Context: an optimization exercise on an open-source flow, tuned for small area, a short achievable clock period and few clock cycles per item. The choices shown serve that exercise and are no tape-out recipe. The RTL was checked by simulation tests, not by an equivalence proof against the original design. No activity file was given, so power comes from the tool's default toggle rates.

## dsp_slice_top
module dsp_slice_top (
    input  logic                 w_CLK,
    input  logic                 RSTALLCARRYIN,
    input  logic                 wb_cyc,
    input  logic                 wb_stb,
    input  logic [103:0]         wb_op,
    output logic                 wb_ack,
    output logic                 res_valid,
    output logic [52:0]          res,
    input  logic                 res_ready
);
For scale: roughly 2100 cells after synthesis, about 160 I/O pins, ~24000 sq um of cells after synthesis.
export LEC_CHECK = 0
export CAP_MARGIN = 20
export CORE_MARGIN = 2
export CORE_UTILIZATION = 50
export SETUP_SLACK_MARGIN = 2.5
export SLEW_MARGIN = 20
export SYNTH_HIERARCHICAL = 1
export SYNTH_MINIMUM_KEEP_SIZE = 0
create_clock -name core_clock -period 7.5 [get_ports {w_CLK}]
standard.sh (not shown) runs the stock make flow with config.mk's settings and CLKGATE_MAP_FILE= SYNTH_SCRIPT=/design/flow/synth_recipe.tcl, a recipe that flattens the netlist after the stock synthesis.
==> flow/flow/run.sh <==
#!/bin/bash
# The standard layout (standard.sh: the ORFS flow and synthesis), with
# the port buffers made of plain buffers instead of ORFS's default pick.
set -euo pipefail
export BUFFER_PORTS_ARGS="-buffer_cell sky130_fd_sc_hd__buf_4"
bash standard.sh > standard.log 2>&1
Testbench counts at the start, summed over its fixed seeds: cycles 18,888, items 16,000.
Next try:
==> flow/flow/run.sh (replaced) <==
#!/bin/bash
# The standard layout (standard.sh: the ORFS flow and synthesis), with
# the port buffers made of plain buffers instead of ORFS's default pick.
set -euo pipefail
export BUFFER_PORTS_ARGS="-buffer_cell sky130_fd_sc_hd__buf_2"
bash standard.sh > standard.log 2>&1
--- a/flow/config.mk
+++ b/flow/config.mk
@@ -9,4 +9,5 @@
 export CORE_MARGIN = 2
 export CORE_UTILIZATION = 50
+export PLACE_DENSITY = 0.75
 export SETUP_SLACK_MARGIN = 2.5
 export SLEW_MARGIN = 20
Setup slack gets better by 0.0076 ns.
Design area decreases by 1.7%.
Routed wire length decreases by 4.7%.
Hold slack gets worse by 0.019 ns.
Non-clock buffer count decreases by 4.
Via count increases by 0.72%.
Power is about the same.
Next try:
--- a/flow/config.mk
+++ b/flow/config.mk
@@ -9,6 +9,5 @@
 export CORE_MARGIN = 2
 export CORE_UTILIZATION = 50
-export PLACE_DENSITY = 0.75
-export SETUP_SLACK_MARGIN = 2.5
+export SETUP_SLACK_MARGIN = 2.7
 export SLEW_MARGIN = 20
 export SYNTH_HIERARCHICAL = 1
The new run ran to the end with no violations; worst hold slack gains 0.0052 ns; setup slack gains 0.13 ns; flip-flop and latch count is unchanged; final area goes up by 3.3%; count of clock-buffer cells in the layout goes down by 2; global-route usage goes up by 1.7 points.
Next try:
==> flow/flow/run.sh (replaced) <==
#!/bin/bash
# The standard layout (standard.sh: the ORFS flow and synthesis), with
# the port buffers made of plain buffers instead of ORFS's default pick.
set -euo pipefail
export BUFFER_PORTS_ARGS="-buffer_cell sky130_fd_sc_hd__buf_1"
bash standard.sh > standard.log 2>&1
--- a/flow/config.mk
+++ b/flow/config.mk
@@ -9,5 +9,5 @@
 export CORE_MARGIN = 2
 export CORE_UTILIZATION = 50
-export SETUP_SLACK_MARGIN = 2.7
+export SETUP_SLACK_MARGIN = 2.5
 export SLEW_MARGIN = 20
 export SYNTH_HIERARCHICAL = 1
The changed run went through all stages and came out clean.
Worst hold slack stays flat.
Setup slack got worse by 0.16 ns.
Die area stays the same.
Clock skew came out lower by 0.0053 ns.
First-iteration DRC count came out lower by 8.7%.
Next try:
==> flow/flow/run.sh (replaced) <==
#!/bin/bash
# The standard layout (standard.sh: the ORFS flow and synthesis), with
# the port buffers made of plain buffers instead of ORFS's default pick.
set -euo pipefail
export BUFFER_PORTS_ARGS="-buffer_cell sky130_fd_sc_hd__buf_2"
bash standard.sh > standard.log 2>&1
--- a/flow/config.mk
+++ b/flow/config.mk
@@ -9,5 +9,5 @@
 export CORE_MARGIN = 2
 export CORE_UTILIZATION = 50
-export SETUP_SLACK_MARGIN = 2.5
+export SETUP_SLACK_MARGIN = 2.3
 export SLEW_MARGIN = 20
 export SYNTH_HIERARCHICAL = 1
The new run completed without violations.
Sequential power hardly moves.
Count of clock-buffer cells in the layout rose by 12.
Non-clock buffer count is lower by 32.
Worst hold slack hardly moves.
Clock power increases by a little under a tenth.
Die area stays the same.
Next try:
--- a/flow/config.mk
+++ b/flow/config.mk
@@ -9,5 +9,5 @@
 export CORE_MARGIN = 2
 export CORE_UTILIZATION = 50
-export SETUP_SLACK_MARGIN = 2.3
+export SETUP_SLACK_MARGIN = 2.5
 export SLEW_MARGIN = 20
 export SYNTH_HIERARCHICAL = 1
Result: Routed wire length goes up by about 2%. Power rises by about 1.7%. Design area came out higher by about 1.1%. Count of clock-buffer cells in the layout drops by 11. First-iteration DRC count decreases by 4.9%. Core utilization increases by 0.61 points. Hold slack is about the same. Synthesized area is unchanged.

[afterwards: timing with drivers on the ports]
The flow's constraints put no driver on any port. The routed layouts listed below were extracted and timed again, unchanged, in two steps.
Step 1 (the two cells are an assumption about what drives the block):
set clk [get_ports {w_CLK}]
set_driving_cell -lib_cell sky130_fd_sc_hd__clkbuf_16 $clk
set_driving_cell -lib_cell sky130_fd_sc_hd__buf_2 [delete_from_list [all_inputs] $clk]
Step 2, shift: input delay + t, output delay - t, t = (earliest + latest rising clock arrival at the registers) / 2. This alone moves slack from input paths to output paths.
Slacks: ideal ports / drivers / drivers and shift; pairs: ideal ports / drivers.
run	shift t [ns]	slack for setup (ns)	cell pins on the clock port's net
the first run	0.582	2.591 / 2.619 / 2.037	1
the second run	0.585	2.599 / 2.618 / 2.033	1
the third run	0.597	2.729 / 2.749 / 2.152	1
the fourth run	0.572	2.570 / 2.601 / 2.029	1
the fifth run	0.584	2.364 / 2.390 / 1.806	1
the sixth run	0.586	2.634 / 2.663 / 2.077	1
After both steps setup and hold are still met in every run listed. The setup slack of the third run, which loses most, moves by +0.020 ns with the drivers and by -0.577 ns with both steps.
